Background: an optimization exercise with open tools, aiming at small area, a short achievable clock period and few clock cycles. Do not read the settings as production practice. The RTL was checked by simulation tests, not by an equivalence proof against the original design. No activity file was given, so power comes from the tool's default toggle rates.

[flow/constraint.sdc]
create_clock -name core_clock -period 6.5 [get_ports {I_sclk}]
set_input_delay 1.3000 -clock core_clock [delete_from_list [all_inputs] [get_ports {I_sclk}]]
set_output_delay 1.3000 -clock core_clock [all_outputs]
set_load 0.01 [all_outputs]
[flow/run.sh]
#!/bin/bash
# synth_recipe.tcl (not shown) runs the flow's synth.tcl, then flattens the netlist and writes it again
# the make line also repeats each setting of config.mk as NAME=value (left out here)
make -C /OpenROAD-flow-scripts/flow DESIGN_CONFIG=/design/flow/config.mk WORK_HOME=/design/flow/orfs CLKGATE_MAP_FILE= SYNTH_SCRIPT=/design/flow/synth_recipe.tcl finish
[flow/design.v]
package puf_pkg;
  localparam int unsigned C_IOSCNUM_DEF      = 48;
  localparam int unsigned C_IOSCDWIDTH_DEF   = 24;
  localparam int unsigned C_OIDWIDTH_DEF     = 24;
  localparam int unsigned C_MEMDATAWIDTH_DEF = 8;
  localparam int unsigned C_MEMADDRWIDTH_DEF = 24;
  localparam int unsigned C_CHALBASE_DEF     = 0;
  localparam int unsigned C_IDXW = $clog2(C_IOSCNUM_DEF);
endpackage
module cnt_regfile #(
  parameter int unsigned N  = puf_pkg::C_IOSCNUM_DEF,
  parameter int unsigned DW = puf_pkg::C_IOSCDWIDTH_DEF,
  parameter int unsigned IW = puf_pkg::C_IDXW
) (
  input  logic                   I_sclk,
  input  logic [(N+7)/8-1:0]     I_wr_hi,    
  input  logic [7:0]             I_wr_lo,
  input  logic [DW-1:0]          I_wr_data,
  input  logic [(N+7)/8-1:0]     I_rd_hi,    
  input  logic [7:0]             I_rd_lo,
  output logic [DW-1:0]          O_rd_data
);
  logic [N-1:0][DW-1:0] cnt_q;
  logic [DW-1:0]        rd;
  for (genvar i = 0; i < N; i++) begin : g_cnt
    always_ff @(posedge I_sclk) begin
      if (I_wr_hi[i / 8] && I_wr_lo[i % 8]) cnt_q[i] <= I_wr_data;
    end
  end
  always_comb begin
    rd = '0;
    for (int i = 0; i < N; i++)
      rd = rd | (cnt_q[i] & {DW{I_rd_hi[i / 8] & I_rd_lo[i % 8]}});
  end
  always_ff @(posedge I_sclk) O_rd_data <= rd;
endmodule
module puf_resp_gen #(
  parameter int unsigned C_IOSCNUM      = puf_pkg::C_IOSCNUM_DEF,
  parameter int unsigned C_IOSCDWIDTH   = puf_pkg::C_IOSCDWIDTH_DEF,
  parameter int unsigned C_OIDWIDTH     = puf_pkg::C_OIDWIDTH_DEF,
  parameter int unsigned C_MEMDATAWIDTH = puf_pkg::C_MEMDATAWIDTH_DEF,
  parameter int unsigned C_MEMADDRWIDTH = puf_pkg::C_MEMADDRWIDTH_DEF,
  parameter int unsigned C_CHALBASE     = puf_pkg::C_CHALBASE_DEF
) (
  input  logic                      I_sclk,
  input  logic                      I_rst,
  input  logic                      I_cnt_valid,
  input  logic [puf_pkg::C_IDXW-1:0]         I_cnt_idx,
  input  logic [C_IOSCDWIDTH-1:0]   I_cnt_data,
  output logic                      O_cnt_ready,
  input  logic                      I_start,
  output logic                      O_busy,
  output logic [C_MEMADDRWIDTH-1:0] O_mem_addr,
  input  logic [C_MEMDATAWIDTH-1:0] I_mem_data,
  output logic [C_OIDWIDTH-1:0]     O_prim_id,
  output logic                      O_id_valid,
  output logic                      O_err
);
  localparam int unsigned IW = puf_pkg::C_IDXW;
  localparam int unsigned CW = $clog2(C_IOSCNUM + 1);
  localparam int unsigned NB = 2 * C_OIDWIDTH;    
  localparam logic [IW-1:0] LAST_A = NB - 1;
  localparam logic [CW-1:0] N_ALL  = C_IOSCNUM;
  localparam logic [CW-1:0] N_ONE  = C_IOSCNUM - 1;
  localparam logic [CW-1:0] N_TWO  = C_IOSCNUM - 2;
  logic          busy_q, id_valid_q, err_q;
  logic          fetch_q, m_v_q, r_v_q, x_v_q;
  logic [IW-1:0] addr_q;
  logic [C_IOSCNUM-1:0] loaded_q;
  logic [CW-1:0]        nld_q;
  logic                 new_q, full, one;
  logic          m_odd_q, r_odd_q, r_bad_q, a_bad_q;
  logic [7:0]    m_hi_q, m_lo_q;
  logic [C_IOSCDWIDTH-1:0] rd_q, a_q;
  logic [C_OIDWIDTH-1:0]   id_q;
  logic idle, run_end, wr_in, wr_oob, wr_new, all_in, start_acc, shift, cmp_bit;
  logic [C_IOSCNUM-1:0] wmask, loaded_d;
  localparam int unsigned NH = (C_IOSCNUM + 7) / 8;
  logic [NH-1:0]           whi_q;
  logic [7:0]              wlo_q;
  logic [C_IOSCDWIDTH-1:0] wdata_q;
  assign idle    = ~(fetch_q | m_v_q | r_v_q | x_v_q);
  assign run_end = r_v_q & ~m_v_q;
  assign wr_in  = I_cnt_valid & idle;
  assign wr_oob = wr_in & ({1'b0, I_cnt_idx} >= C_IOSCNUM);
  always_comb begin
    wmask = '0;
    for (int i = 0; i < C_IOSCNUM; i++) wmask[i] = wr_in & (I_cnt_idx == i);
  end
  assign wr_new = |(wmask & ~loaded_q);
  assign full   = (nld_q == N_ALL) | (nld_q == N_ONE & new_q);
  assign one    = (nld_q == N_ONE & ~new_q) | (nld_q == N_TWO & new_q);
  logic [IW-1:0] miss_idx;
  always_comb begin
    miss_idx = '0;
    for (int i = 0; i < C_IOSCNUM; i++)
      if (!loaded_q[i]) miss_idx = miss_idx | IW'(i);
  end
  assign all_in = full | (one & wr_in & (I_cnt_idx == miss_idx));
  assign start_acc = idle & I_start & all_in;
  assign loaded_d = run_end ? '0 : (loaded_q | wmask);
  assign shift   = r_v_q & r_odd_q;
  assign cmp_bit = ~a_bad_q & ~r_bad_q & (a_q > rd_q);
  cnt_regfile #(
    .N  (C_IOSCNUM),
    .DW (C_IOSCDWIDTH),
    .IW (IW)
  ) u_cnt_regfile (
    .I_sclk    (I_sclk),
    .I_wr_hi   (whi_q),
    .I_wr_lo   (wlo_q),
    .I_wr_data (wdata_q),
    .I_rd_hi   (m_hi_q[NH-1:0]),
    .I_rd_lo   (m_lo_q),
    .O_rd_data (rd_q)
  );
  always_ff @(posedge I_sclk) begin
    for (int j = 0; j < 8; j++) wlo_q[j] <= I_cnt_idx[2:0] == j;
    wdata_q <= I_cnt_data;
    for (int j = 0; j < 8; j++) begin
      m_hi_q[j] <= I_mem_data[5:3] == j;
      m_lo_q[j] <= I_mem_data[2:0] == j;
    end
    m_odd_q <= ~addr_q[0];
    r_odd_q <= m_odd_q;
    r_bad_q <= |m_hi_q[7:NH];
    a_q     <= rd_q;
    a_bad_q <= r_bad_q;
  end
  always_ff @(posedge I_sclk or posedge I_rst) begin
    if (I_rst) begin
      busy_q     <= 1'b0;
      id_valid_q <= 1'b0;
      err_q      <= 1'b0;
      fetch_q    <= 1'b0;
      m_v_q      <= 1'b0;
      r_v_q      <= 1'b0;
      x_v_q      <= 1'b0;
      addr_q     <= '0;
      loaded_q   <= '0;
      nld_q      <= '0;
      new_q      <= 1'b0;
      whi_q      <= '0;
      id_q       <= '0;
    end else begin
      fetch_q    <= start_acc | (fetch_q & (addr_q != '0));
      m_v_q      <= fetch_q;
      r_v_q      <= m_v_q;
      x_v_q      <= r_v_q;
      id_valid_q <= run_end;
      busy_q     <= start_acc | fetch_q | m_v_q | r_v_q;
      loaded_q <= loaded_d;
      nld_q    <= run_end ? '0 : nld_q + CW'(new_q);
      new_q    <= wr_new;
      for (int j = 0; j < NH; j++) whi_q[j] <= wr_in & (I_cnt_idx[5:3] == j);
      if (idle) begin
        if (I_start) err_q <= all_in ? wr_oob : 1'b1;
        else if (wr_oob) err_q <= 1'b1;
      end else if (shift && (a_bad_q || r_bad_q)) begin
        err_q <= 1'b1;
      end
      if (addr_q != '0 && addr_q != LAST_A) addr_q <= addr_q + 1'b1;
      else                                  addr_q <= IW'(start_acc);
      if (shift) id_q <= {cmp_bit, id_q[C_OIDWIDTH-1:1]};
    end
  end
  assign O_cnt_ready = ~busy_q;
  assign O_busy      = busy_q;
  assign O_mem_addr  = C_MEMADDRWIDTH'(addr_q);
  assign O_prim_id   = id_q;
  assign O_id_valid  = id_valid_q;
  assign O_err       = err_q;
endmodule
[flow/config.mk]
export PLATFORM = sky130hd
export DESIGN_NAME = puf_resp_gen
export DESIGN_NICKNAME = puf_resp_gen
export VERILOG_FILES = /design/flow/design.v
export SDC_FILE = /design/flow/constraint.sdc
export NUM_CORES = 4
export LEC_CHECK = 0
export CAP_MARGIN = 20
export CORE_MARGIN = 2
export CORE_UTILIZATION = 55
export CTS_CLUSTER_DIAMETER = 90
export CTS_CLUSTER_SIZE = 25
export SETUP_SLACK_MARGIN = 4.1
export SLEW_MARGIN = 20
==> results of run 1 <==
## cell usage in the layout (no fill, tap or decap), types with 28 or more instances in the layout
cell type and count:
dfxtp_1 84, o22ai_1 59, nor2_1 105, a32oi_1 36
buf_4 149, clkbuf_16 63, a22o_1 92, dfrtp_1 96
clkdlybuf4s50_1 31, clkbuf_1 47, ha_1 28, edfxtp_1 1152
inv_1 38, and2_2 48, nand2_1 58, a22oi_1 248
a21oi_1 117, a221oi_1 33, a222oi_1 107, nand3_1 57
nand4_1 48
## per-stage QoR
step           std cells  power, mW  utilization (%)  hold slack, ps  setup slack [ps]
6_report            4289       15.3             62.2             344              3940
5_1_grt             4286       15.7             62.2             355              3890
2_1_floorplan       2916       10.5                -             310              3880
3_3_place_gp        4076       10.9             58.4             315              2530
4_1_cts             4268       15.3             61.8             348              3910
3_5_place_dp        4079       10.9             58.5             324              2620
## repair_timing
item | in CTS | in global routing
buffers inserted | 71 | 16
hold buffers | 0 | 0
gates cloned | 4 | 2
pin swaps | 13 | 17
gates resized for setup | 285 | 49
setup endpoints to repair | 120 | 144
## power breakdown
part           internal, mW  switching (mW)  total (mW)
Combinational         0.367           0.652        1.02
Sequential             9.61           0.255        9.86
Clock                  1.81            2.65        4.46
Total                  11.8            3.55        15.3
## worst paths after layout
check / cells past startpoint / to / slack (ps) / start
worst max-delay path: 1 / O_prim_id[22] / 3940 / id_q[22]$_DFFE_PP0P_
worst min-delay path: 0 / r_odd_q$_DFF_P_ / 340 / m_odd_q$_DFF_P_
worst max register to register: 6 / u_cnt_regfile.O_rd_data[19]$_DFF_P_ / 3970 / m_lo_q[1]$_DFF_P_
worst min register to register: 0 / r_odd_q$_DFF_P_ / 340 / m_odd_q$_DFF_P_
max in group asynchronous: 3 / loaded_q[14]$_DFF_PP0_ / 4450 / I_rst
min in group asynchronous: 2 / id_q[12]$_DFFE_PP0P_ / 1000 / I_rst
## cell families after synthesis
| family | count (synthesis) | share of synthesized area [%] |
|---|---|---|
| xor+xnor | 11 | 0.196 |
| other cells | 1 | 0.00761 |
| mux | 35 | 0.911 |
| flops | 1350 | 79.2 |
| simple gates | 449 | 4.70 |
| compound gates | 784 | 12.3 |
| fa+ha+maj | 28 | 0.711 |
| buf+inv | 241 | 1.99 |
## layout make-up
class                           count  share of cell area [%]
Clock buffer                      109                    3.11
Inverter                           53                   0.470
Sequential cell                  1350                    70.9
Multi-Input combinational cell   1325                    17.6
Antenna cell                        3                  0.0136
Clock inverter                      5                  0.0885
Timing Repair Buffer              279                    5.13
Tap cell                         1165                    2.64
## flip-flops by register name (all words and copies together) (netlist names), 6 cells and up
register,count
loaded_q,48
nld_q,6
whi_q,6
u_cnt_regfile.cnt_q,1152
u_cnt_regfile.O_rd_data,24
a_q,24
wlo_q,8
addr_q,6
wdata_q,24
m_lo_q,8
id_q,24
m_hi_q,8
## layer usage
metal  vias up  GRT usage [%]  share of wire, %
met5         -              0            0.0094
met4         2           12.5               4.3
met3       367           7.41                13
met2      2364           57.4                46
met1     16000           51.9                37
li1      12200              -                 -
==> metrics.md, run 1 <==
| Metric | Value |
|---|---|
| Antenna Violating Nets Remaining | `0` |
| Setup crit start kind | `flop` |
| Seq. cell area | `39100 sq um` |
| Async SR Flop Fraction | `7.26%` |
| Number of nets in the layout | `3139` |
| Worst-margin pin slew | `1230 ps` |
| Count leader, synth | `edfxtp_1` |
| Vias per cell | `7.22` |
| Number of cell rows | `109` |
| Final Cycle Share | `39.4%` |
| DP Area | `51800 sq um` |
| Die area | `92000 sq um` |
| Vias | `31.0k` |
| Port bufs | `73` |
| Die H | `303 um` |
| Top cells by count, synth | `1152 x edfxtp_1, 249 x a22oi_1, 121 x nor2_1` |
| Core area | `88600 sq um` |
| CP Capture Type | `output port` |
| Status | `complete, no violations` |
| RePlAce Congestion | `0.918` |
| First-pass GRT wire length | `229000 um` |
| # clock sinks | `1350` |
| Number of global-route vias before repair | `28.8k` |
| DR DRC count | `0` |
| Clock latency (worst-skew pair) | `710 ps` |
| Setup TNS | `0 ps` |
| Unique cell type count in the Yosys netlist | `70` |
| Final WL | `170000 um` |
| Main synth FF type | `edfxtp_1` |
| H-tree lvl count | `2` |
| HP Class | `flop to flop` |
| Synth top area cells | `edfxtp_1 70%, dfrtp_1 5.0%, dfxtp_1 4.1%` |
| GRT Residual Overflow | `0` |
| Wire length per cell | `39.6 um` |
| Worst Path Arrival | `1260 ps` |
| I/O pin count | `94` |
| Max Slew Vio Count | `0` |
| Die X-Extent | `303 um` |
| Max Cap Viol | `0` |
| P_leak | `18.1 nW` |
| Worst vdd ir | `217 uV` |
| RSZ-0062 raised after global routing | `yes` |
| Detailed Routing Iterations Pass 1 | `9` |
| Seq/Total Area, Yosys | `79.2%` |
| Post-DP HPWL | `90100 um` |
| Clock-pin slew on the worst setup and hold paths | `100 ps` |
| CP delay by family, top | `flip-flops` |
| CP required | `5200 ps` |
| Initial antenna violation count | `5` |
| Tmin final | `2560 ps` |
| Yosys warning count | `2` |
| Cell accounting for the most synthesized area | `edfxtp_1` |
| Fill count | `6438` |
| Drt initial violations | `5929` |
| Largest net degree at the start of global routing | `75` |
| CTS Buffer Depth | `3` |
| CTS tree | `done` |
| Clock Skews | `34.9 ps` |
| Final setup viols | `0` |
| Number of synthesized register bits | `1350` |
| Synthesized cell area | `49300 sq um` |
| Initial core utilization | `55.6%` |
| Fin area | `55100 sq um` |
| Worst path max stage delay | `430 ps` |
| Area share of the largest cell type after synthesis | `70.2%` |
| PD cells | `278 nW/um^2` |
| Rel. slew slack | `18.1%` |
| EDFF count, synth | `1152` |
| Area occupied by multi-input gates | `9730 sq um` |
| Crit Path Max Fanout | `3` |
| Total GRT Usage | `36.6%` |
| Syn Inst Count | `2899` |
| Root buffer cell | `clkbuf_16` |
| Fraction of layout instances using a drive strength above 1 | `15.6%` |
| Crit path buffers/inverters | `1` |
| Total CTS buffers | `60` |
| Cell Chain, Critical Path | `buf_6` |
| Final hold violations | `0` |
| Layout area overhead | `11.9%` |
| Peak Freq | `391 MHz` |
| Mean post-synth cell area | `17.0 sq um` |
| Slowest CP cell | `dfrtp_1` |
| Crit path kind | `flop to output port` |
Testbench counts, summed over its fixed seeds: cycles 19,008.
==> run 2, diff against run 1 <==
--- a/flow/config.mk
+++ b/flow/config.mk
@@ -8,7 +8,7 @@
 export CAP_MARGIN = 20
 export CORE_MARGIN = 2
 export CORE_UTILIZATION = 55
-export CTS_CLUSTER_DIAMETER = 90
-export CTS_CLUSTER_SIZE = 25
-export SETUP_SLACK_MARGIN = 4.1
+export CTS_CLUSTER_DIAMETER = 60
+export CTS_CLUSTER_SIZE = 16
+export SETUP_SLACK_MARGIN = 4.0
 export SLEW_MARGIN = 20
==> run 2 against run 1 <==
- clock power up 41%
- sequential share of layout area down 1.5 points
- first-iteration DRC count up 8.4%
- largest cell class unchanged
- synthesized area unchanged
- flip-flop and latch count unchanged
- critical endpoint is now O_prim_id[23]
- core utilization up 1.3 points
- combinational power about the same
- routed wire length up 0.33%
- clock-buffer cell count up 63
==> metrics.md, run 2 <==
| Metric | Value |
|---|---|
| Cell accounting for the most synthesized area | `edfxtp_1` |
| Seq. cell area | `39100 sq um (unchanged)` |
| Initial core utilization | `55.6% (unchanged)` |
| Initial antenna violation count | `5 (unchanged)` |
| Net Switching | `3.94 mW (+11%)` |
| Worst-margin pin slew | `1200 ps (-25.5 ps)` |
| Main synth FF type | `edfxtp_1` |
| Wire length per cell | `39.0 um (-1.5%)` |
| Unique cell type count in the Yosys netlist | `70 (unchanged)` |
| Commonest non-fill, non-tap cell in the layout | `edfxtp_1` |
| RSZ-0062 raised after global routing | `yes` |
| Crit Path Max Fanout | `2 (-1)` |
| Clock-pin slew on the worst setup and hold paths | `70 ps (-30 ps)` |
| Number of synthesized register bits | `1350 (unchanged)` |
| Reg2reg path depth | `7 (+1)` |
| Top Registers | `u_cnt_regfile.cnt_q: 1152 flops, loaded_q: 48 flops` |
| Die H | `303 um (unchanged)` |
| Antenna Violating Nets Remaining | `0 (unchanged)` |
| Synth top area cells | `edfxtp_1 70%, dfrtp_1 5.0%, dfxtp_1 4.1%` |
| Synthesized cell area | `49300 sq um (unchanged)` |
| Slowest CP cell | `dfrtp_2` |
| # diodes | `0 (-3)` |
| Worst vdd ir | `220 uV (+1.6%)` |
| Fin area | `56300 sq um (+2.2%)` |
| Largest net degree at the start of global routing | `75 (unchanged)` |
| Sw Ratio | `23.0% (-0.18 points)` |
| Crit path kind | `flop to output port` |
| Cts hold-fix bufs | `0 (unchanged)` |
| CTS tree | `done` |
| Area occupied by multi-input gates | `9610 sq um (-1.2%)` |
| Vias per cell | `7.13 (-1.2%)` |
| Max Slew Vio Count | `0 (unchanged)` |
| Top cells by count, synth | `1152 x edfxtp_1, 249 x a22oi_1, 121 x nor2_1` |
| Post-DP HPWL | `88900 um (-1.3%)` |
| Levels on crit path | `1 (unchanged)` |
| P_int | `13.2 mW (+12%)` |
| Total CTS buffers | `104 (+73%)` |
| CP delay by family, top | `flip-flops` |
| Die area | `92000 sq um (unchanged)` |
| Detailed Routing Iterations Pass 1 | `7 (-2)` |
| Layout area overhead | `14.3%` |
| Drt initial violations | `6428 (+8.4%)` |
| GRT Residual Overflow | `0 (unchanged)` |
| Seq/Total Area, Yosys | `79.2% (unchanged)` |
| Rel. slew slack | `19.8% (+1.7 points)` |
| RePlAce Congestion | `0.890 (-3.1%)` |
| Number of global-route vias before repair | `29.5k (+2.5%)` |
| CTS Buffer Depth | `3 (unchanged)` |
| Comb power frac | `5.9% (-0.7 points)` |
| Crit path buffers/inverters | `1 (unchanged)` |
| H-tree lvl count | `3 (+1)` |
| EDFF count, synth | `1152 (unchanged)` |
| Count leader, synth | `edfxtp_1` |
| Area share of the largest cell type after synthesis | `70.2% (unchanged)` |
| First-pass GRT wire length | `231000 um (+0.63%)` |
| Root buffer cell | `clkbuf_16` |
| Top reg by flops | `u_cnt_regfile.cnt_q` |
| Syn Inst Count | `2899 (unchanged)` |
| Die X-Extent | `303 um (unchanged)` |
| Core area | `88600 sq um (unchanged)` |
| Cell Chain, Critical Path | `buf_6` |
| Final WL | `171000 um (+0.33%)` |
| Number of nets in the layout | `3180 (+1.3%)` |
| Port bufs | `73 (unchanged)` |
| Number of cell rows | `109 (unchanged)` |
| Clock latency (worst-skew pair) | `720 ps (about the same)` |
| Peak Freq | `390 MHz (-0.30%)` |
| Fill count | `6367 (-1.1%)` |
| Clock Skews | `32.2 ps (-2.74 ps)` |
| Clk network pwr share | `36.6% (+7.5 points)` |
| PD cells | `304 nW/um^2 (+9.4%)` |
| CP Capture Type | `output port` |
| Final Cycle Share | `39.5% (+0.12 points)` |
| DR DRC count | `0 (unchanged)` |
| DP Area | `51900 sq um (about the same)` |
| Fraction of layout instances using a drive strength above 1 | `16.8% (+1.2 points)` |
| Setup crit start kind | `flop` |
| CP required | `5200 ps (about the same)` |
| Worst path max stage delay | `430 ps (about the same)` |
| Total GRT Usage | `36.9% (+0.25 points)` |
| Final setup viols | `0 (unchanged)` |
| Vias | `31.1k (+0.55%)` |
| Max Cap Viol | `0 (unchanged)` |
| Status | `complete, no violations` |
| Yosys warning count | `2 (unchanged)` |
| Async SR Flop Fraction | `7.26% (unchanged)` |
| Max reg flops | `1152 (unchanged)` |
| Worst Path Arrival | `1270 ps (about the same)` |
| Final hold violations | `0 (unchanged)` |
| HP Class | `flop to flop` |
| Hold Path Depth | `0 (unchanged)` |
| Commonest cells after routing, fill and taps aside | `1152 x edfxtp_1, 249 x a22oi_1, 154 x buf_4` |
| P_leak | `18.7 nW (+3.3%)` |
| I/O pin count | `94 (unchanged)` |
| Setup TNS | `0 ps (unchanged)` |
| # clock sinks | `1350 (unchanged)` |
| Tmin final | `2570 ps (+7.75 ps)` |
| Mean post-synth cell area | `17.0 sq um (unchanged)` |
| Sequential share of power | `57.5% (-6.8 points)` |
==> run 2: cell counts after synthesis <==
Identical to the previous run, type by type.
==> run 2: cell families after synthesis <==
family	synth area share, %
buf+inv	1.99
fa+ha+maj	0.711
compound gates	12.3
other cells	0.00761
xor+xnor	0.196
mux	0.911
simple gates	4.70
flops	79.2
==> run 2: metal layers <==
| metal | track usage, % | wire, um |
|---|---|---|
| met3 | 8.21 | 23600 |
| met1 | 51.1 | 60200 |
| met2 | 57.2 | 78500 |
| met5 | 0 | 0 |
| met4 | 15.3 | 8240 |
==> run 2: cell type report <==
| type | count | area share, % |
|---|---|---|
| flip-flops and latches | 1350 | 69.4 |
| multi-input cells | 1325 | 17.1 |
| clock buffers | 172 | 5.40 |
| repair buffers | 276 | 4.72 |
| well taps | 1165 | 2.59 |
| inverters | 53 | 0.426 |
| clock inverters | 26 | 0.398 |
==> run 2: repair_timing <==
action                     in CTS  in global routing
cloned                          2                  2
setup endpoints to repair     119                147
pin swaps                       5                  8
resized for setup             244                 30
buffers inserted               49                 27
==> run 2: path summary, 6_finish.rpt <==
kind	to	slack (ps)	start
worst min register to register	r_odd_q$_DFF_P_	330	m_odd_q$_DFF_P_
worst max register to register	u_cnt_regfile.O_rd_data[4]$_DFF_P_	4000	m_lo_q[5]$_DFF_P_
min in group asynchronous	id_q[15]$_DFFE_PP0P_	980	I_rst
worst min-delay path	r_odd_q$_DFF_P_	330	m_odd_q$_DFF_P_
worst max-delay path	O_prim_id[23]	3930	id_q[23]$_DFFE_PP0P_
max in group asynchronous	addr_q[3]$_DFF_PP0_	4460	I_rst
==> run 2: metrics by stage <==
stage                     worst slack, ps  hold WS, ps  total power [mW]  utilization (%)  std cells
after detailed placement             2520          314              10.9             58.5       4089
after floorplan                      3880          310              10.5                -       2916
after CTS                            3900          331              17.1             63.1       4338
after global placement               2560          313              10.9             58.5       4087
final                                3930          328              17.1             63.6       4367
after global routing                 3880          333              17.6             63.6       4367
==> run 2: power groups by stage <==
stage	combinational (mW)	clock, mW	sequential (mW)
after floorplan	0.531	0	9.98
after global placement	0.850	0	10.1
after detailed placement	0.878	0	10.1
after CTS	0.955	6.31	9.86
after global routing	1.07	6.63	9.88
final	1.00	6.28	9.86
==> run 3, diff against run 2 <==
--- a/flow/config.mk
+++ b/flow/config.mk
@@ -7,8 +7,8 @@
 export LEC_CHECK = 0
 export CAP_MARGIN = 20
 export CORE_MARGIN = 2
-export CORE_UTILIZATION = 55
-export CTS_CLUSTER_DIAMETER = 60
-export CTS_CLUSTER_SIZE = 16
+export CORE_UTILIZATION = 50
+export CTS_CLUSTER_DIAMETER = 90
+export CTS_CLUSTER_SIZE = 25
 export SETUP_SLACK_MARGIN = 4.0
 export SLEW_MARGIN = 20
==> run 3 against run 2 <==
- combinational power about the same
- critical endpoint unchanged
- core utilization decreased by 7.5 points
- first-iteration DRC count decreased by 9.6%
==> metrics.md, run 3 <==
| Metric | Value |
|---|---|
| Crit path kind | `flop to output port` |
| Net Switching | `3.59 mW (-9.0%)` |
| Die area | `101000 sq um (+9.9%)` |
| Root buffer cell | `clkbuf_16` |
| Yosys warning count | `2 (unchanged)` |
| Commonest non-fill, non-tap cell in the layout | `edfxtp_1` |
| Initial antenna violation count | `3 (-2)` |
| Async SR Flop Fraction | `7.26% (unchanged)` |
| H-tree lvl count | `2 (-1)` |
| CP Capture Type | `output port` |
| CTS tree | `done` |
| Worst vdd ir | `235 uV (+6.7%)` |
| Syn Inst Count | `2899 (unchanged)` |
| Crit path buffers/inverters | `1 (unchanged)` |
| RePlAce Congestion | `0.875 (-1.6%)` |
| Detailed Routing Iterations Pass 1 | `8 (+1)` |
| Clock latency (worst-skew pair) | `750 ps (+30 ps)` |
| Clock Skews | `45.8 ps (+13.6 ps)` |
| PD cells | `279 nW/um^2 (-8.2%)` |
| GRT Residual Overflow | `0 (unchanged)` |
| Max Slew Vio Count | `0 (unchanged)` |
| Sw Ratio | `23.4% (+0.41 points)` |
| Cts hold-fix bufs | `0 (unchanged)` |
| Top cells by count, synth | `1152 x edfxtp_1, 249 x a22oi_1, 121 x nor2_1` |
| I/O pin count | `94 (unchanged)` |
| Max Cap Viol | `0 (unchanged)` |
| Final hold violations | `0 (unchanged)` |
| DR DRC count | `0 (unchanged)` |
| Rel. slew slack | `20.3% (+0.50 points)` |
| Commonest cells after routing, fill and taps aside | `1152 x edfxtp_1, 249 x a22oi_1, 140 x buf_4` |
| Crit Path Max Fanout | `2 (unchanged)` |
| Final setup viols | `0 (unchanged)` |
| Area share of the largest cell type after synthesis | `70.2% (unchanged)` |
| Main synth FF type | `edfxtp_1` |
| WHS | `336 ps (+7.92 ps)` |
| Top reg by flops | `u_cnt_regfile.cnt_q` |
| Number of nets in the layout | `3120 (-1.9%)` |
| Dpl cells | `4198 (+2.7%)` |
| Die H | `318 um (+4.8%)` |
| Number of synthesized register bits | `1350 (unchanged)` |
| Seq/Total Area, Yosys | `79.2% (unchanged)` |
| Setup TNS | `0 ps (unchanged)` |
| CTS Buffer Depth | `3 (unchanged)` |
| Peak Freq | `387 MHz (-0.58%)` |
| Port bufs | `73 (unchanged)` |
| Unique cell type count in the Yosys netlist | `70 (unchanged)` |
| Status | `complete, no violations` |
| Fraction of layout instances using a drive strength above 1 | `14.6% (-2.2 points)` |
| Largest net degree at the start of global routing | `68 (-9.3%)` |
| Number of global-route vias before repair | `29.2k (-1.1%)` |
| Cell accounting for the most synthesized area | `edfxtp_1` |
| Worst Path Arrival | `1280 ps (about the same)` |
| Post-DP HPWL | `88200 um (-0.83%)` |
| Antenna Violating Nets Remaining | `0 (unchanged)` |
| Core area | `98000 sq um (+11%)` |
| Number of cell rows | `115 (+5.5%)` |
| Total CTS buffers | `60 (-42%)` |
| EDFF count, synth | `1152 (unchanged)` |
| Mean post-synth cell area | `17.0 sq um (unchanged)` |
| Synthesized cell area | `49300 sq um (unchanged)` |
| Count leader, synth | `edfxtp_1` |
| Worst path max stage delay | `430 ps (about the same)` |
| P_int | `11.7 mW (-11%)` |
| Vias per cell | `7.00 (-1.7%)` |
| Wire length per cell | `38.6 um (-1.1%)` |
| Slowest CP cell | `dfrtp_2` |
| Overall power | `15.3 mW (-11%)` |
| Cell Chain, Critical Path | `buf_6` |
| Total GRT Usage | `32.8% (-4.0 points)` |
| P_leak | `17.9 nW (-4.3%)` |
| Fill count | `7562 (+19%)` |
| CP required | `5200 ps (about the same)` |
| Final std cells w/o fill | `4390 (+0.53%)` |
| RSZ-0062 raised after global routing | `yes` |
| Initial core utilization | `50.3% (-5.3 points)` |
| Synth top area cells | `edfxtp_1 70%, dfrtp_1 5.0%, dfxtp_1 4.1%` |
| Vias | `30.7k (-1.2%)` |
| HP Class | `flop to flop` |
| Drt initial violations | `5813 (-9.6%)` |
| Worst-margin pin slew | `1200 ps (-7.52 ps)` |
| Top Registers | `u_cnt_regfile.cnt_q: 1152 flops, loaded_q: 48 flops` |
| # clock sinks | `1350 (unchanged)` |
| Setup crit start kind | `flop` |
| Tmin final | `2580 ps (+14.9 ps)` |
| Comb power frac | `6.5% (+0.6 points)` |
| First-pass GRT wire length | `230000 um (-0.33%)` |
| Clk network pwr share | `29.2% (-7.4 points)` |
| Final Cycle Share | `39.7% (+0.23 points)` |
| Die X-Extent | `318 um (+4.8%)` |
| Max reg flops | `1152 (unchanged)` |
| CP delay by family, top | `flip-flops` |
| Layout area overhead | `11.4%` |
| Sequential share of power | `64.3% (+6.8 points)` |
| Final WL | `170000 um (-0.57%)` |
| Clock-pin slew on the worst setup and hold paths | `100 ps (+30 ps)` |
[run 3: through the flow]
stage | cell area [sq um] | setup slack (ps) | utilization [%]
2_1_floorplan | 49400 | 3880 | -
3_3_place_gp | 51900 | 2280 | 53.0
3_5_place_dp | 52000 | 2210 | 53.0
4_1_cts | 54600 | 3890 | 55.7
5_1_grt | 54900 | 3880 | 56.0
6_report | 54900 | 3920 | 56.0
[run 3: power groups by stage]
stage / Sequential, mW / Combinational, mW / Clock (mW)
floorplan: 9.98 / 0.531 / 0
global placement: 10.1 / 0.851 / 0
detailed placement: 10.1 / 0.878 / 0
CTS: 9.85 / 0.958 / 4.48
global route: 9.87 / 1.07 / 4.76
finish: 9.85 / 0.999 / 4.48
[run 3: cell families after synthesis]
kind of cell | count (synthesis) | share of synthesized area, %
buffers and inverters | 241 | 1.99
adders and majority gates | 28 | 0.711
xor gates and xnor gates | 11 | 0.196
AOI/OAI and AO/OA | 784 | 12.3
muxes | 35 | 0.911
DFF | 1350 | 79.2
other | 1 | 0.00761
and+or+nand+nor | 449 | 4.70
[run 3: final timing paths]
| path | start | endpoint | slack, ps | cells after the start |
|---|---|---|---|---|
| min in group asynchronous | I_rst | id_q[16]$_DFFE_PP0P_ | 1020 | 2 |
| hold / removal | m_odd_q$_DFF_P_ | r_odd_q$_DFF_P_ | 340 | 0 |
| setup reg to reg | m_lo_q[5]$_DFF_P_ | u_cnt_regfile.O_rd_data[16]$_DFF_P_ | 3950 | 6 |
| hold reg to reg | m_odd_q$_DFF_P_ | r_odd_q$_DFF_P_ | 340 | 0 |
| max in group asynchronous | I_rst | loaded_q[37]$_DFF_PP0_ | 4460 | 3 |
| setup / recovery | id_q[23]$_DFFE_PP0P_ | O_prim_id[23] | 3920 | 1 |
[run 3: layout make-up]
cell class / instances / area [sq um] / share of cell area, %
Antenna cell: 1 / 2.50 / 0.00456
Clock buffer: 108 / 1690 / 3.07
Clock inverter: 6 / 77.6 / 0.141
Inverter: 53 / 235 / 0.428
Multi-Input combinational cell: 1325 / 9610 / 17.5
Sequential cell: 1350 / 39100 / 71.2
Tap cell: 1287 / 1610 / 2.93
Timing Repair Buffer: 260 / 2570 / 4.69
[run 3: what timing repair did]
item | CTS | global route
cloned | 3 | 1
setup buffers | 51 | 22
endpoints found under the hold margin | 0 | 0
setup endpoints to repair | 121 | 118
pin swaps | 7 | 12
gates resized for setup | 252 | 30
[run 3: routing by layer]
layer  vias up  GRT usage, %  routed length (um)
met3       409          6.50               22300
met5         -             0                  27
li1      12100             -                   -
met4         4          13.6                7940
met1     15800          45.6               62200
met2      2403          51.1               77100
==> run 4, diff against run 3 <==
--- a/flow/config.mk
+++ b/flow/config.mk
@@ -7,8 +7,8 @@
 export LEC_CHECK = 0
 export CAP_MARGIN = 20
 export CORE_MARGIN = 2
-export CORE_UTILIZATION = 50
+export CORE_UTILIZATION = 55
 export CTS_CLUSTER_DIAMETER = 90
 export CTS_CLUSTER_SIZE = 25
-export SETUP_SLACK_MARGIN = 4.0
+export SETUP_SLACK_MARGIN = 3.9
 export SLEW_MARGIN = 20
==> run 4 against run 3 <==
- still clean
- clock skew is 15 ps lower
- flip-flop and latch count stayed put
- hold slack better by 3.6 ps
- global-route usage is 3.1 points higher
- maximum frequency is 1.2% lower
- first-iteration DRC count is 5.6% lower
- power is 0.52% lower
- critical path type is now flop to flop
- critical endpoint is now u_cnt_regfile.O_rd_data[3]$_DFF_P_
- highest routed layer unchanged
==> metrics.md, run 4 <==
| Metric | Value |
|---|---|
| Unique cell type count in the Yosys netlist | `70 (unchanged)` |
| Mean post-synth cell area | `17.0 sq um (unchanged)` |
| Clock Skews | `30.6 ps (-15.1 ps)` |
| H-tree lvl count | `2 (unchanged)` |
| Commonest cells after routing, fill and taps aside | `1152 x edfxtp_1, 249 x a22oi_1, 137 x buf_4` |
| I/O pin count | `94 (unchanged)` |
| Initial antenna violation count | `5 (+2)` |
| Met3 routed WL | `21600 um (-2.9%)` |
| PD cells | `281 nW/um^2 (+0.47%)` |
| Peak Freq | `383 MHz (-1.2%)` |
| Port bufs | `73 (unchanged)` |
| Vias per cell | `7.18 (+2.5%)` |
| Rel. slew slack | `19.9% (-0.42 points)` |
| CP required | `7070 ps (+1870 ps)` |
| Setup TNS | `0 ps (unchanged)` |
| Async SR Flop Fraction | `7.26% (unchanged)` |
| Top reg by flops | `u_cnt_regfile.cnt_q` |
| Number of cell rows | `109 (-5.2%)` |
| Count leader, synth | `edfxtp_1` |
| Worst-margin pin slew | `1200 ps (+6.24 ps)` |
| Cts hold-fix bufs | `0 (unchanged)` |
| Wire length per cell | `39.2 um (+1.4%)` |
| Number of nets in the layout | `3105 (-0.48%)` |
| EDFF count, synth | `1152 (unchanged)` |
| # clock sinks | `1350 (unchanged)` |
| Vias | `30.5k (-0.78%)` |
| CP Capture Type | `flop` |
| Max reg flops | `1152 (unchanged)` |
| Root buffer cell | `clkbuf_16` |
| Multiplexer area fraction after synthesis | `0.911% (unchanged)` |
| Max Slew Vio Count | `0 (unchanged)` |
| Final setup viols | `0 (unchanged)` |
| Antenna Violating Nets Remaining | `0 (unchanged)` |
| Final std cells w/o fill | `4251 (-3.2%)` |
| RSZ-0062 raised after global routing | `yes` |
| XOR/XNOR share of the synthesized area | `0.195% (unchanged)` |
| # diodes | `0 (-1)` |
| First-pass GRT wire length | `226000 um (-1.6%)` |
| Largest family of logic cells by synthesized area | `compound AO/OA/AOI/OAI gates` |
| Area share of the largest cell type after synthesis | `70.2% (unchanged)` |
| Number of global-route vias before repair | `28.9k (-1.1%)` |
| Worst Path Arrival | `3180 ps (+1900 ps)` |
| Largest net degree at the start of global routing | `75 (+10%)` |
| Initial core utilization | `55.6% (+5.3 points)` |
| Post-synthesis compound-gate area fraction | `12.3% (unchanged)` |
| RePlAce Congestion | `0.903 (+3.1%)` |
| Max Cap Viol | `0 (unchanged)` |
| Drt initial violations | `5485 (-5.6%)` |
| Main synth FF type | `edfxtp_1` |
| DR top layer | `met5` |
| Post-DP HPWL | `88100 um (about the same)` |
| P_leak | `17.7 nW (-0.85%)` |
| CTS tree | `done` |
| Detailed Routing Iterations Pass 1 | `6 (-2)` |
| Fraction of layout instances using a drive strength above 1 | `13.6% (-0.96 points)` |
| Layout area overhead | `10.3%` |
| Wire length on met1 | `61600 um (-1.1%)` |
| Core area | `88600 sq um (-9.5%)` |
| Metal2 WL | `76000 um (-1.4%)` |
| Final WL | `166000 um (-1.8%)` |
| HP Class | `flop to flop` |
| Seq/Total Area, Yosys | `79.2% (unchanged)` |
| Synth top area cells | `edfxtp_1 70%, dfrtp_1 5.0%, dfxtp_1 4.1%` |
| Yosys warning count | `2 (unchanged)` |
| Synthesized cell area | `49300 sq um (unchanged)` |
| Status | `complete, no violations` |
| Die area | `92000 sq um (-9.0%)` |
| GRT Residual Overflow | `0 (unchanged)` |
| Worst vdd ir | `238 uV (+1.2%)` |
| Die H | `303 um (-4.6%)` |
| Post-Synth Adder-Cell Area | `0.711% (unchanged)` |
| Total CTS buffers | `60 (unchanged)` |
| Syn Inst Count | `2899 (unchanged)` |
| Die X-Extent | `303 um (-4.6%)` |
| Number of synthesized register bits | `1350 (unchanged)` |
| Top cells by count, synth | `1152 x edfxtp_1, 249 x a22oi_1, 121 x nor2_1` |
| Dpl cells | `4079 (-2.8%)` |
| Synthesized-area fraction occupied by and/or/nand/nor cells | `4.70% (unchanged)` |
| Crit Path Max Fanout | `7 (+5)` |
| Clock-pin slew on the worst setup and hold paths | `100 ps (about the same)` |
| Clock latency (worst-skew pair) | `700 ps (-50 ps)` |
| DR DRC count | `0 (unchanged)` |
| Final Cycle Share | `40.2% (+0.48 points)` |
| Total GRT Usage | `35.9% (+3.1 points)` |
| Final hold violations | `0 (unchanged)` |
| Top Registers | `u_cnt_regfile.cnt_q: 1152 flops, loaded_q: 48 flops` |
| Crit path kind | `flop to flop` |
| Commonest non-fill, non-tap cell in the layout | `edfxtp_1` |
| CTS Buffer Depth | `3 (unchanged)` |
| Cell accounting for the most synthesized area | `edfxtp_1` |
| Setup crit start kind | `flop` |
| Tmin final | `2610 ps (+31.3 ps)` |
[run 4: cell counts after synthesis]
Identical to the previous run, type by type.
[run 4: critical path, cell delays in order, from the launching register on]
cell,delay (ps)
dfxtp_4,430
buf_6,160
clkinvlp_4,190
buf_8,190
nor2_1,130
buf_4,220
a22o_1,250
a221oi_2,240
nand4_1,130
or4_1,530
[run 4: layout make-up]
type                            count  area (sq um)
Clock buffer                      108          1680
Multi-Input combinational cell   1325          9570
Timing Repair Buffer              245          2260
Sequential cell                  1350         39100
Tap cell                         1165          1460
Fill cell                        6556         34300
Clock inverter                      5          55.1
Inverter                           53           234
[run 4: metal layers]
metal  vias to the layer above  track usage, %
met5                         -               0
met3                       371            6.66
met2                      2313            56.2
li1                      12100               -
met4                         2            12.6
met1                     15700            51.4
[run 4: final timing paths]
path	cells after the start	startpoint	slack, ps	end
min in group asynchronous	2	I_rst	1000	id_q[17]$_DFFE_PP0P_
setup / recovery	9	m_hi_q[2]$_DFF_P_	3890	u_cnt_regfile.O_rd_data[3]$_DFF_P_
hold reg to reg	0	m_odd_q$_DFF_P_	340	r_odd_q$_DFF_P_
max in group asynchronous	3	I_rst	4170	loaded_q[46]$_DFF_PP0_
setup reg to reg	9	m_hi_q[2]$_DFF_P_	3890	u_cnt_regfile.O_rd_data[3]$_DFF_P_
hold / removal	0	m_odd_q$_DFF_P_	340	r_odd_q$_DFF_P_
[run 4: report_power, final]
group	leakage, nW	total (mW)	internal (mW)	switching, mW
registers	12.5	9.86	9.61	0.254
logic	4.43	0.964	0.337	0.627
clock network	0.826	4.42	1.78	2.64
total	17.7	15.2	11.7	3.53
[run 4: through the flow]
step | utilization (%) | setup WS [ps] | area [sq um] | power [mW] | hold WS, ps
after floorplan | - | 3880 | 49400 | 10.5 | 310
after detailed placement | 58.4 | 2590 | 51800 | 10.9 | 316
final | 61.3 | 3890 | 54400 | 15.2 | 340
after CTS | 61.0 | 3900 | 54100 | 15.2 | 340
after global placement | 58.4 | 2440 | 51700 | 10.9 | 314
after global routing | 61.3 | 3850 | 54400 | 15.6 | 352
[run 4: kinds of logic after synthesis]
group | count (synthesis)
multiplexers | 35
AND/OR/NAND/NOR | 449
XOR/XNOR | 11
buffers and inverters | 241
adder cells (fa/ha/maj) | 28
AO/OA/AOI/OAI | 784
other | 1
flip-flops | 1350
[run 4: what timing repair did]
action                     4_1_cts  5_1_grt
setup buffers                   44       13
gates cloned                     1        0
gates resized for setup        197       40
hold endpoints to repair         0        0
setup endpoints to repair      108       24
pin swaps                        5        6
==> run 5, diff against run 4 <==
--- a/flow/config.mk
+++ b/flow/config.mk
@@ -10,5 +10,6 @@
 export CORE_UTILIZATION = 55
 export CTS_CLUSTER_DIAMETER = 90
 export CTS_CLUSTER_SIZE = 25
-export SETUP_SLACK_MARGIN = 3.9
+export GPL_ROUTABILITY_DRIVEN = 0
+export SETUP_SLACK_MARGIN = 4.0
 export SLEW_MARGIN = 20
==> run 5 against run 4 <==
- via count increased by 1.3%
- critical path depth decreased by 2
- first-iteration DRC count increased by 12%
- register-to-register slack improved by 80 ps
- sequential power about the same
- global-route usage increased by 0.27 points
- core utilization increased by 0.24 points
- clock-buffer cell count increased by 1
- flip-flop and latch count unchanged
- combinational power increased by 2.4%
- hold slack improved by 12 ps
- synthesized area unchanged
- largest power group unchanged
==> metrics.md, run 5 <==
| Metric | Value |
|---|---|
| Dpl cells | `4082 (+0.074%)` |
| Fin area | `54600 sq um (+0.40%)` |
| Antenna Violating Nets Remaining | `0 (unchanged)` |
| Crit Path Max Fanout | `10 (+3)` |
| Slowest CP cell | `clkdlybuf4s50_1` |
| Clk network pwr share | `29.1% (about the same)` |
| Total GRT Usage | `36.2% (+0.27 points)` |
| Final std cells w/o fill | `4269 (+0.42%)` |
| Fin util | `61.6% (+0.24 points)` |
| Post-DP HPWL | `88800 um (+0.75%)` |
| First-pass GRT wire length | `228000 um (+0.55%)` |
| Clock-pin slew on the worst setup and hold paths | `100 ps (about the same)` |
| Net Switching | `3.49 mW (-0.95%)` |
| Main synth FF type | `edfxtp_1` |
| Synth top area cells | `edfxtp_1 70%, dfrtp_1 5.0%, dfxtp_1 4.1%` |
| Seq/Total Area, Yosys | `79.2% (unchanged)` |
| Seq. cell area | `39100 sq um (unchanged)` |
| Worst vdd ir | `280 uV (+18%)` |
| Die H | `303 um (unchanged)` |
| Number of synthesized register bits | `1350 (unchanged)` |
| Number of global-route vias before repair | `29.1k (+0.68%)` |
| Overall power | `15.3 mW (+0.17%)` |
| Synthesized cell area | `49300 sq um (unchanged)` |
| Cell Chain, Critical Path | `clkdlybuf4s50_1 > nor2b_1 > nand3_1 > nor2_4 > a22o_1 > nor3_1 > nand4_1` |
| Async SR Flop Fraction | `7.26% (unchanged)` |
| I/O pin count | `94 (unchanged)` |
| Final WL | `168000 um (+0.91%)` |
| Cts hold-fix bufs | `0 (unchanged)` |
| CTS Buffer Depth | `3 (unchanged)` |
| Peak Freq | `385 MHz (+0.69%)` |
| P_leak | `17.8 nW (+0.46%)` |
| Top reg by flops | `u_cnt_regfile.cnt_q` |
| Commonest cells after routing, fill and taps aside | `1152 x edfxtp_1, 249 x a22oi_1, 151 x buf_4` |
| CP required | `7040 ps (-30 ps)` |
| Max Slew Vio Count | `0 (unchanged)` |
| Yosys warning count | `2 (unchanged)` |
| Cell accounting for the most synthesized area | `edfxtp_1` |
| P_int | `11.8 mW (+0.50%)` |
| Rel. slew slack | `19.5% (-0.37 points)` |
| Port bufs | `73 (unchanged)` |
| Drt initial violations | `6151 (+12%)` |
| Root buffer cell | `clkbuf_16` |
| Total CTS buffers | `60 (unchanged)` |
| Sw Ratio | `22.9% (-0.26 points)` |
| CTS tree | `done` |
| Worst-margin pin slew | `1210 ps (+5.55 ps)` |
| Final hold violations | `0 (unchanged)` |
| Layout area overhead | `10.7%` |
| Setup crit start kind | `input port` |
| Sequential share of power | `64.4% (-0.3 points)` |
| Core area | `88600 sq um (unchanged)` |
| EDFF count, synth | `1152 (unchanged)` |
| Die area | `92000 sq um (unchanged)` |
| Tmin final | `2590 ps (-17.9 ps)` |
| Fraction of layout instances using a drive strength above 1 | `14.5% (+0.90 points)` |
| DR DRC count | `0 (unchanged)` |
| Number of cell rows | `109 (unchanged)` |
| Clock latency (worst-skew pair) | `690 ps (about the same)` |
| Number of nets in the layout | `3121 (+0.52%)` |
| Crit path kind | `input port to flop` |
| Vias | `30.9k (+1.3%)` |
| Worst path max stage delay | `670 ps (+140 ps)` |
| Wire length per cell | `39.3 um (+0.49%)` |
| Worst Path Arrival | `3130 ps (-50 ps)` |
| Syn Inst Count | `2899 (unchanged)` |
| Worst setup margin | `3910 ps (+17.9 ps)` |
| GRT Residual Overflow | `0 (unchanged)` |
| Count leader, synth | `edfxtp_1` |
| Fill count | `6509 (-0.72%)` |
| Status | `complete, no violations` |
| Final Cycle Share | `39.9% (-0.28 points)` |
| Largest net degree at the start of global routing | `93 (+24%)` |
| Dpl ws | `2410 ps (-187 ps)` |
| RSZ-0062 raised after global routing | `yes` |
| Area occupied by multi-input gates | `9620 sq um (+0.61%)` |
| HP Class | `flop to flop` |
| # clock sinks | `1350 (unchanged)` |
| Top Registers | `u_cnt_regfile.cnt_q: 1152 flops, loaded_q: 48 flops` |
| Setup TNS | `0 ps (unchanged)` |
| Mean post-synth cell area | `17.0 sq um (unchanged)` |
| Commonest non-fill, non-tap cell in the layout | `edfxtp_1` |
| Final setup viols | `0 (unchanged)` |
| Top cells by count, synth | `1152 x edfxtp_1, 249 x a22oi_1, 121 x nor2_1` |
| Initial antenna violation count | `5 (unchanged)` |
| Clock Skews | `23.4 ps (-7.24 ps)` |
| Comb power frac | `6.5% (+0.2 points)` |
| Max Cap Viol | `0 (unchanged)` |
| PD cells | `280 nW/um^2 (-0.23%)` |
| Max reg flops | `1152 (unchanged)` |
| Detailed Routing Iterations Pass 1 | `8 (+2)` |
| Die X-Extent | `303 um (unchanged)` |
| H-tree lvl count | `2 (unchanged)` |
| CP Capture Type | `flop` |
| DP Area | `51800 sq um (about the same)` |
| Unique cell type count in the Yosys netlist | `70 (unchanged)` |
| Vias per cell | `7.24 (+0.85%)` |
| WHS | `351 ps (+11.8 ps)` |
| Initial core utilization | `55.6% (unchanged)` |
| Area share of the largest cell type after synthesis | `70.2% (unchanged)` |
-- run 5: cell count changes in the layout (fill, tap and decap cells not counted), moves of 3 or more --
cell,change
inv_6,-3
buf_6,+12
diode_2,+3
buf_12,-3
buf_2,-4
and2_4,+3
buf_4,+14
-- run 5: layout make-up --
| type | count | area share [%] |
|---|---|---|
| diodes | 3 | 0.0138 |
| clock buffers | 109 | 3.13 |
| clock inverters | 3 | 0.0986 |
| inverters | 53 | 0.436 |
| multi-input cells | 1325 | 17.6 |
| flip-flops and latches | 1350 | 71.6 |
| well taps | 1165 | 2.67 |
| repair buffers | 261 | 4.37 |
-- run 5: logic make-up (layout without fill, tap and decap cells) --
group / after synthesis / after routing / share of synthesized area [%]
flops: 1350 / 1350 / 79.2
fa+ha+maj: 28 / 28 / 0.711
xor+xnor: 11 / 11 / 0.196
simple gates: 449 / 449 / 4.70
mux: 35 / 35 / 0.911
buf+inv: 241 / 426 / 1.99
other cells: 1 / 21 / 0.00761
compound gates: 784 / 784 / 12.3
-- run 5: repair_timing --
item,in CTS,in global routing
gates cloned,1,0
gates resized for setup,240,28
pin swaps,7,5
setup buffers,49,21
endpoints found under the setup margin,115,111
-- run 5: critical path, delay by kind of cell --
kind | cells | cell delay (ps)
buffers and inverters | 1 | 670
AOI/OAI and AO/OA | 1 | 240
and+or+nand+nor | 5 | 920
-- run 5: path summary, 6_finish.rpt --
check	slack [ps]	startpoint	to	depth (start not counted)
worst min-delay path	350	m_odd_q$_DFF_P_	r_odd_q$_DFF_P_	0
worst max-delay path	3910	I_cnt_idx[5]	new_q$_DFF_PP0_	7
worst max register to register	3970	m_lo_q[1]$_DFF_P_	u_cnt_regfile.O_rd_data[5]$_DFF_P_	6
min in group asynchronous	1000	I_rst	id_q[3]$_DFFE_PP0P_	2
max in group asynchronous	4490	I_rst	loaded_q[33]$_DFF_PP0_	3
worst min register to register	350	m_odd_q$_DFF_P_	r_odd_q$_DFF_P_	0
-- run 5: routing by layer --
layer | part of all wire (%) | vias to the layer above | global-route usage [%]
met5 | 0.0077 | - | 0
met4 | 4.8 | 2 | 14.0
met3 | 13 | 402 | 6.99
met2 | 45 | 2512 | 56.1
met1 | 37 | 15800 | 51.4
li1 | - | 12100 | -
-- run 5: power by group through the flow --
stage / combinational (mW) / sequential (mW) / clock, mW
2_1_floorplan: 0.531 / 9.98 / 0
3_3_place_gp: 0.855 / 10.0 / 0
3_5_place_dp: 0.877 / 10.0 / 0
6_report: 0.987 / 9.84 / 4.45
4_1_cts: 0.941 / 9.84 / 4.46
5_1_grt: 1.06 / 9.86 / 4.75
==> run 6, diff against run 5 <==
--- a/flow/config.mk
+++ b/flow/config.mk
@@ -10,6 +10,5 @@
 export CORE_UTILIZATION = 55
 export CTS_CLUSTER_DIAMETER = 90
 export CTS_CLUSTER_SIZE = 25
-export GPL_ROUTABILITY_DRIVEN = 0
 export SETUP_SLACK_MARGIN = 4.0
 export SLEW_MARGIN = 20
==> run 6 against run 5 <==
- via count up 0.22%
- power up 0.11%
- die area unchanged
- clock-buffer cell count down 1
- highest routed layer unchanged
==> metrics.md, run 6 <==
| Metric | Value |
|---|---|
| Synthesized cell area | `49300 sq um (unchanged)` |
| Drt initial violations | `6247 (+1.6%)` |
| DR DRC count | `0 (unchanged)` |
| Crit path buffers/inverters | `1 (unchanged)` |
| H-tree lvl count | `2 (unchanged)` |
| Synth top area cells | `edfxtp_1 70%, dfrtp_1 5.0%, dfxtp_1 4.1%` |
| Antenna Violating Nets Remaining | `0 (unchanged)` |
| Top reg by flops | `u_cnt_regfile.cnt_q` |
| Post-DP HPWL | `88900 um (+0.16%)` |
| First-pass GRT wire length | `229000 um (+0.66%)` |
| Commonest non-fill, non-tap cell in the layout | `edfxtp_1` |
| RePlAce Congestion | `0.890` |
| Sequential share of power | `64.4% (about the same)` |
| HP Class | `flop to flop` |
| Layout area overhead | `11.2%` |
| Final setup viols | `0 (unchanged)` |
| Number of synthesized register bits | `1350 (unchanged)` |
| Die X-Extent | `303 um (unchanged)` |
| Clock-pin slew on the worst setup and hold paths | `100 ps (about the same)` |
| Status | `complete, no violations` |
| Critical R2R Launch | `m_lo_q[0]$_DFF_P_` |
| Port bufs | `73 (unchanged)` |
| R2r endpoint | `u_cnt_regfile.O_rd_data[18]$_DFF_P_` |
| Peak Freq | `392 MHz (+1.6%)` |
| Rel. slew slack | `20.4% (+0.88 points)` |
| Initial antenna violation count | `10 (+5)` |
| Final hold violations | `0 (unchanged)` |
| Main synth FF type | `edfxtp_1` |
| Slowest CP cell | `dfrtp_1` |
| Root buffer cell | `clkbuf_16` |
| Syn Inst Count | `2899 (unchanged)` |
| CP Capture Type | `output port` |
| Max Cap Viol | `0 (unchanged)` |
| Final Cycle Share | `39.3% (-0.63 points)` |
| Total CTS buffers | `60 (unchanged)` |
| Tmin final | `2550 ps (-41.0 ps)` |
| Vias | `31.0k (+0.22%)` |
| I/O pin count | `94 (unchanged)` |
| Setup TNS | `0 ps (unchanged)` |
| Net Switching | `3.53 mW (+1.1%)` |
| Max reg flops | `1152 (unchanged)` |
| CP delay by family, top | `flip-flops` |
| EDFF count, synth | `1152 (unchanged)` |
| Number of nets in the layout | `3134 (+0.42%)` |
| Detailed Routing Iterations Pass 1 | `8 (unchanged)` |
| Seq/Total Area, Yosys | `79.2% (unchanged)` |
| Clock latency (worst-skew pair) | `700 ps (about the same)` |
| Largest net degree at the start of global routing | `75 (-19%)` |
| Commonest cells after routing, fill and taps aside | `1152 x edfxtp_1, 249 x a22oi_1, 152 x buf_4` |
| Clk network pwr share | `29.0% (about the same)` |
| PD cells | `279 nW/um^2 (-0.32%)` |
| Core area | `88600 sq um (unchanged)` |
| CTS tree | `done` |
| R2r setup slk | `4000 ps (+30 ps)` |
| Wire length per cell | `39.5 um (+0.39%)` |
| Setup crit start kind | `flop` |
| Unique cell type count in the Yosys netlist | `70 (unchanged)` |
| Worst path max stage delay | `410 ps (-260 ps)` |
| RSZ-0062 raised after global routing | `yes` |
| Sw Ratio | `23.1% (+0.24 points)` |
| Top cells by count, synth | `1152 x edfxtp_1, 249 x a22oi_1, 121 x nor2_1` |
| Fin util | `61.8% (+0.27 points)` |
| WHS Endpoint | `r_odd_q$_DFF_P_` |
| Worst-margin pin slew | `1190 ps (-13.1 ps)` |
| P_leak | `17.9 nW (+0.65%)` |
| Cell Chain, Critical Path | `buf_2` |
| Async SR Flop Fraction | `7.26% (unchanged)` |
| Fraction of layout instances using a drive strength above 1 | `14.7% (+0.16 points)` |
| Total GRT Usage | `36.5% (+0.27 points)` |
| Worst Path Arrival | `1250 ps (-1880 ps)` |
| Number of global-route vias before repair | `29.0k (-0.28%)` |
| Final WL | `169000 um (+0.70%)` |
| CTS Buffer Depth | `3 (unchanged)` |
| Max Slew Vio Count | `0 (unchanged)` |
| Crit Path Max Fanout | `3 (-7)` |
| Crit path kind | `flop to output port` |
| # clock sinks | `1350 (unchanged)` |
| Cts hold-fix bufs | `0 (unchanged)` |
| CP required | `5200 ps (-1840 ps)` |
| Cell accounting for the most synthesized area | `edfxtp_1` |
| Number of cell rows | `109 (unchanged)` |
| Hold Path Origin | `m_odd_q$_DFF_P_` |
| Comb power frac | `6.6% (about the same)` |
| P_int | `11.8 mW (-0.19%)` |
| Yosys warning count | `2 (unchanged)` |
| Reg2reg path depth | `8 (+2)` |
| Hold Path Depth | `0 (unchanged)` |
| GRT Residual Overflow | `0 (unchanged)` |
| Clock Skews | `33.0 ps (+9.60 ps)` |
| Mean post-synth cell area | `17.0 sq um (unchanged)` |
| Die H | `303 um (unchanged)` |
| Initial core utilization | `55.6% (unchanged)` |
| Die area | `92000 sq um (unchanged)` |
| Top Registers | `u_cnt_regfile.cnt_q: 1152 flops, loaded_q: 48 flops` |
| Count leader, synth | `edfxtp_1` |
| Vias per cell | `7.23 (about the same)` |
| Area share of the largest cell type after synthesis | `70.2% (unchanged)` |
| Worst vdd ir | `248 uV (-11%)` |
-- run 6: timing repair --
action                                  CTS  global route
setup buffers                            52            22
endpoints found under the setup margin  119           141
resized for setup                       244            28
cloned                                    2             2
pin swaps                                 4            10
-- run 6: worst max path at each step --
stage                         start         endpoint  cells past startpoint
5_1_grt                I_cnt_idx[1]  new_q$_DFF_PP0_                      7
3_3_place_gp           I_cnt_idx[1]  new_q$_DFF_PP0_                      7
6_report       id_q[22]$_DFFE_PP0P_    O_prim_id[22]                      1
3_5_place_dp           I_cnt_idx[1]  new_q$_DFF_PP0_                      7
2_1_floorplan          I_cnt_idx[1]  new_q$_DFF_PP0_                      6
4_1_cts            busy_q$_DFF_PP0_      O_cnt_ready                      2
-- run 6: kinds of logic (layout without fill, tap and decap cells) --
| group | after synthesis | in the layout | synth area share [%] |
|---|---|---|---|
| muxes | 35 | 35 | 0.911 |
| adders and majority gates | 28 | 28 | 0.711 |
| and+or+nand+nor | 449 | 449 | 4.70 |
| AOI/OAI and AO/OA | 784 | 784 | 12.3 |
| DFF | 1350 | 1350 | 79.2 |
| xor gates and xnor gates | 11 | 11 | 0.196 |
| buffers and inverters | 241 | 440 | 1.99 |
| other | 1 | 20 | 0.00761 |
-- run 6: metal layers --
layer / routed length, um / GRT usage [%] / vias up / share of wire (%)
met4: 7800 / 13.6 / 6 / 4.6
met1: 60700 / 51.0 / 15900 / 36
met2: 77700 / 57.3 / 2494 / 46
met3: 22800 / 7.45 / 406 / 13
li1: - / - / 12200 / -
met5: 44 / 0 / - / 0.026
-- run 6: cell type report --
| type | instances | area [sq um] |
|---|---|---|
| Fill cell | 6486 | 33800 |
| Antenna cell | 2 | 5.00 |
| Timing Repair Buffer | 274 | 2630 |
| Clock inverter | 5 | 48.8 |
| Multi-Input combinational cell | 1325 | 9620 |
| Inverter | 53 | 243 |
| Clock buffer | 108 | 1700 |
| Tap cell | 1165 | 1460 |
| Sequential cell | 1350 | 39100 |
-- run 6: stage by stage --
| stage | instances | total power, mW | setup slack (ps) | cell area, sq um | hold slack, ps |
|---|---|---|---|---|---|
| 3_3_place_gp | 4087 | 10.9 | 2560 | 51800 | 313 |
| 5_1_grt | 4280 | 15.7 | 3870 | 54800 | 341 |
| 4_1_cts | 4256 | 15.2 | 3910 | 54400 | 335 |
| 6_report | 4282 | 15.3 | 3950 | 54800 | 336 |
| 2_1_floorplan | 2916 | 10.5 | 3880 | 49400 | 310 |
| 3_5_place_dp | 4089 | 10.9 | 2520 | 51900 | 314 |
-- run 6: power groups by stage --
| stage | clock network (mW) | registers, mW | logic, mW |
|---|---|---|---|
| 2_1_floorplan | 0 | 9.98 | 0.531 |
| 3_3_place_gp | 0 | 10.1 | 0.850 |
| 3_5_place_dp | 0 | 10.1 | 0.878 |
| 4_1_cts | 4.44 | 9.85 | 0.960 |
| 5_1_grt | 4.73 | 9.88 | 1.07 |
| 6_report | 4.43 | 9.86 | 1.00 |
==> run 7, diff against run 6 <==
--- a/flow/config.mk
+++ b/flow/config.mk
@@ -10,5 +10,6 @@
 export CORE_UTILIZATION = 55
 export CTS_CLUSTER_DIAMETER = 90
 export CTS_CLUSTER_SIZE = 25
+export PLACE_DENSITY = 0.7
 export SETUP_SLACK_MARGIN = 4.0
 export SLEW_MARGIN = 20
==> run 7 against run 6 <==
- synthesized area unchanged
- cell count down 0.77%
- die area did not move
- clock-buffer cell count unchanged
- global-route usage is 1.8 points lower
- flip-flop and latch count did not move
- combinational power is essentially flat
- register-to-register slack got worse by 20 ps
- highest routed layer unchanged
==> metrics.md, run 7 <==
| Metric | Value |
|---|---|
| Top Registers | `u_cnt_regfile.cnt_q: 1152 flops, loaded_q: 48 flops` |
| Commonest cells after routing, fill and taps aside | `1152 x edfxtp_1, 249 x a22oi_1, 126 x buf_4` |
| Worst path max stage delay | `450 ps (+40 ps)` |
| Die H | `303 um (unchanged)` |
| Max Slew Vio Count | `0 (unchanged)` |
| CTS tree | `done` |
| GRT Residual Overflow | `0 (unchanged)` |
| Clock-pin slew on the worst setup and hold paths | `100 ps (about the same)` |
| I/O pin count | `94 (unchanged)` |
| Fin util | `61.4% (-0.46 points)` |
| Total GRT Usage | `34.6% (-1.8 points)` |
| Core area | `88600 sq um (unchanged)` |
| Vias | `30.7k (-0.92%)` |
| Antenna Violating Nets Remaining | `0 (unchanged)` |
| P_leak | `17.7 nW (-1.2%)` |
| Reg2reg path depth | `7 (-1)` |
| Clk network pwr share | `29.2% (+0.2 points)` |
| RePlAce Congestion | `0.905 (+1.7%)` |
| Total CTS buffers | `61 (+1.7%)` |
| Final setup viols | `0 (unchanged)` |
| Max reg flops | `1152 (unchanged)` |
| Post-DP HPWL | `83300 um (-6.4%)` |
| Worst setup margin | `3880 ps (-70.1 ps)` |
| Top reg by flops | `u_cnt_regfile.cnt_q` |
| Cell Chain, Critical Path | `clkdlybuf4s50_1 > buf_4 > clkinv_2 > o32a_1 > a311o_1 > a31o_2 > nand4_1` |
| Crit Path Max Fanout | `19 (+16)` |
| First-pass GRT wire length | `220000 um (-4.0%)` |
| R2r endpoint | `u_cnt_regfile.O_rd_data[3]$_DFF_P_` |
| WHS | `336 ps (-0.0800 ps)` |
| Max Cap Viol | `0 (unchanged)` |
| EDFF count, synth | `1152 (unchanged)` |
| Layout area overhead | `10.4%` |
| PD cells | `281 nW/um^2 (+0.76%)` |
| Net Switching | `3.52 mW (-0.21%)` |
| # clock sinks | `1350 (unchanged)` |
| Number of global-route vias before repair | `29.4k (+1.4%)` |
| Main synth FF type | `edfxtp_1` |
| Area share of the largest cell type after synthesis | `70.2% (unchanged)` |
| Dpl cells | `4066 (-0.56%)` |
| Dpl ws | `2560 ps (+39.4 ps)` |
| Unique cell type count in the Yosys netlist | `70 (unchanged)` |
| Vias per cell | `7.22 (-0.15%)` |
| Final Cycle Share | `40.4% (+1.1 points)` |
| HP Class | `flop to flop` |
| Die X-Extent | `303 um (unchanged)` |
| CTS Buffer Depth | `3 (unchanged)` |
| Final hold violations | `0 (unchanged)` |
| Cts hold-fix bufs | `0 (unchanged)` |
| Status | `complete, no violations` |
| Sw Ratio | `23.0% (-0.051 points)` |
| Commonest non-fill, non-tap cell in the layout | `edfxtp_1` |
| Initial antenna violation count | `7 (-3)` |
| Worst vdd ir | `228 uV (-8.0%)` |
| Tmin final | `2620 ps (+70.1 ps)` |
| Initial core utilization | `55.6% (unchanged)` |
| DP Area | `51700 sq um (-0.35%)` |
| Detailed Routing Iterations Pass 1 | `8 (unchanged)` |
| CP required | `7120 ps (+1920 ps)` |
| Die area | `92000 sq um (unchanged)` |
| Hold Path Origin | `m_odd_q$_DFF_P_` |
| WHS Endpoint | `r_odd_q$_DFF_P_` |
| Wire length per cell | `37.8 um (-4.4%)` |
| Critical R2R Launch | `m_lo_q[2]$_DFF_P_` |
| Synth top area cells | `edfxtp_1 70%, dfrtp_1 5.0%, dfxtp_1 4.1%` |
| CP Capture Type | `flop` |
| P_int | `11.8 mW (about the same)` |
| Worst-margin pin slew | `1240 ps (+43.5 ps)` |
| Fin area | `54400 sq um (-0.74%)` |
| Top cells by count, synth | `1152 x edfxtp_1, 249 x a22oi_1, 121 x nor2_1` |
| DR DRC count | `0 (unchanged)` |
| Drt initial violations | `6632 (+6.2%)` |
| Sequential share of power | `64.5% (about the same)` |
| H-tree lvl count | `2 (unchanged)` |
| Final WL | `161000 um (-5.1%)` |
| Cell accounting for the most synthesized area | `edfxtp_1` |
| Rel. slew slack | `17.5% (-2.9 points)` |
| Slowest CP cell | `clkdlybuf4s50_1` |
| Worst Path Arrival | `3240 ps (+1990 ps)` |
| Seq/Total Area, Yosys | `79.2% (unchanged)` |
| Final std cells w/o fill | `4249 (-0.77%)` |
| Number of cell rows | `109 (unchanged)` |
| Comb power frac | `6.3% (-0.3 points)` |
| Crit path kind | `input port to flop` |
| Setup crit start kind | `input port` |
| Clock Skews | `32.6 ps (-0.365 ps)` |
| Async SR Flop Fraction | `7.26% (unchanged)` |
| Mean post-synth cell area | `17.0 sq um (unchanged)` |
| Largest net degree at the start of global routing | `67 (-11%)` |
| Setup TNS | `0 ps (unchanged)` |
| Syn Inst Count | `2899 (unchanged)` |
| Overall power | `15.3 mW (about the same)` |
| Port bufs | `73 (unchanged)` |
| R2r setup slk | `3980 ps (-20 ps)` |
| Yosys warning count | `2 (unchanged)` |
| Synthesized cell area | `49300 sq um (unchanged)` |
| Fraction of layout instances using a drive strength above 1 | `13.8% (-0.87 points)` |
| RSZ-0062 raised after global routing | `yes` |
| Count leader, synth | `edfxtp_1` |
| Root buffer cell | `clkbuf_16` |
| Peak Freq | `381 MHz (-2.7%)` |
| Number of nets in the layout | `3097 (-1.2%)` |
| Clock latency (worst-skew pair) | `700 ps (about the same)` |
-- run 7: changes by cell type in the layout (fill, tap and decap cells not counted), moves of 6 or more --
cell	delta
buf_4	-26
dfxtp_2	+7
buf_12	-6
buf_2	-6
buf_6	+6
-- run 7: how the worst max path moves through the flow --
stage / start / slack (ps) / cells past startpoint / end
after CTS: id_q[23]$_DFFE_PP0P_ / 3880 / 1 / O_prim_id[23]
after detailed placement: I_cnt_idx[1] / 2560 / 6 / new_q$_DFF_PP0_
after global placement: I_cnt_idx[1] / 2550 / 6 / new_q$_DFF_PP0_
after global routing: I_cnt_idx[0] / 3800 / 8 / new_q$_DFF_PP0_
after floorplan: I_cnt_idx[1] / 3880 / 6 / new_q$_DFF_PP0_
final: I_cnt_idx[0] / 3880 / 7 / new_q$_DFF_PP0_
-- run 7: worst max-delay path, delay by kind of cell --
kind,cells,cell delay (ps)
compound gates,3,890
buf+inv,3,950
simple gates,1,90
-- run 7: per-layer routing --
metal	vias up	track usage, %	wire length, um
li1	12100	-	-
met1	15400	47.7	55100
met2	2758	53.7	73000
met3	476	8.77	24700
met4	8	13.4	7740
met5	-	0.207	79
-- run 7: final cells by class --
| type | instances | area [sq um] |
|---|---|---|
| antenna | 5 | 12.5 |
| tap | 1165 | 1460 |
| clock buffer | 108 | 1710 |
| clock inverter | 7 | 76.3 |
| multi-input combinational | 1325 | 9580 |
| timing repair buffer | 236 | 2220 |
| inverter | 53 | 240 |
| sequential | 1350 | 39100 |
| fill | 6296 | 34200 |
-- run 7: what timing repair did --
item	in CTS	in global routing
cloned	3	0
setup endpoints to repair	119	141
resized for setup	224	39
pin swaps	5	9
setup buffers	46	14
-- run 7: logic make-up (layout without fill, tap and decap cells) --
family | count (synthesis) | in the layout | share of synthesized area (%)
AO/OA/AOI/OAI | 784 | 784 | 12.3
AND/OR/NAND/NOR | 449 | 449 | 4.70
other | 1 | 23 | 0.00761
XOR/XNOR | 11 | 11 | 0.196
buffers and inverters | 241 | 404 | 1.99
adder cells (fa/ha/maj) | 28 | 28 | 0.711
multiplexers | 35 | 35 | 0.911
flip-flops | 1350 | 1350 | 79.2
-- run 7: power groups by stage --
stage          clock network (mW)  registers (mW)  logic, mW
2_1_floorplan                   0            9.98      0.531
6_report                     4.47            9.86      0.965
3_3_place_gp                    0            10.1      0.831
5_1_grt                      4.74            9.89       1.03
3_5_place_dp                    0            10.1      0.866
4_1_cts                      4.47            9.85      0.928
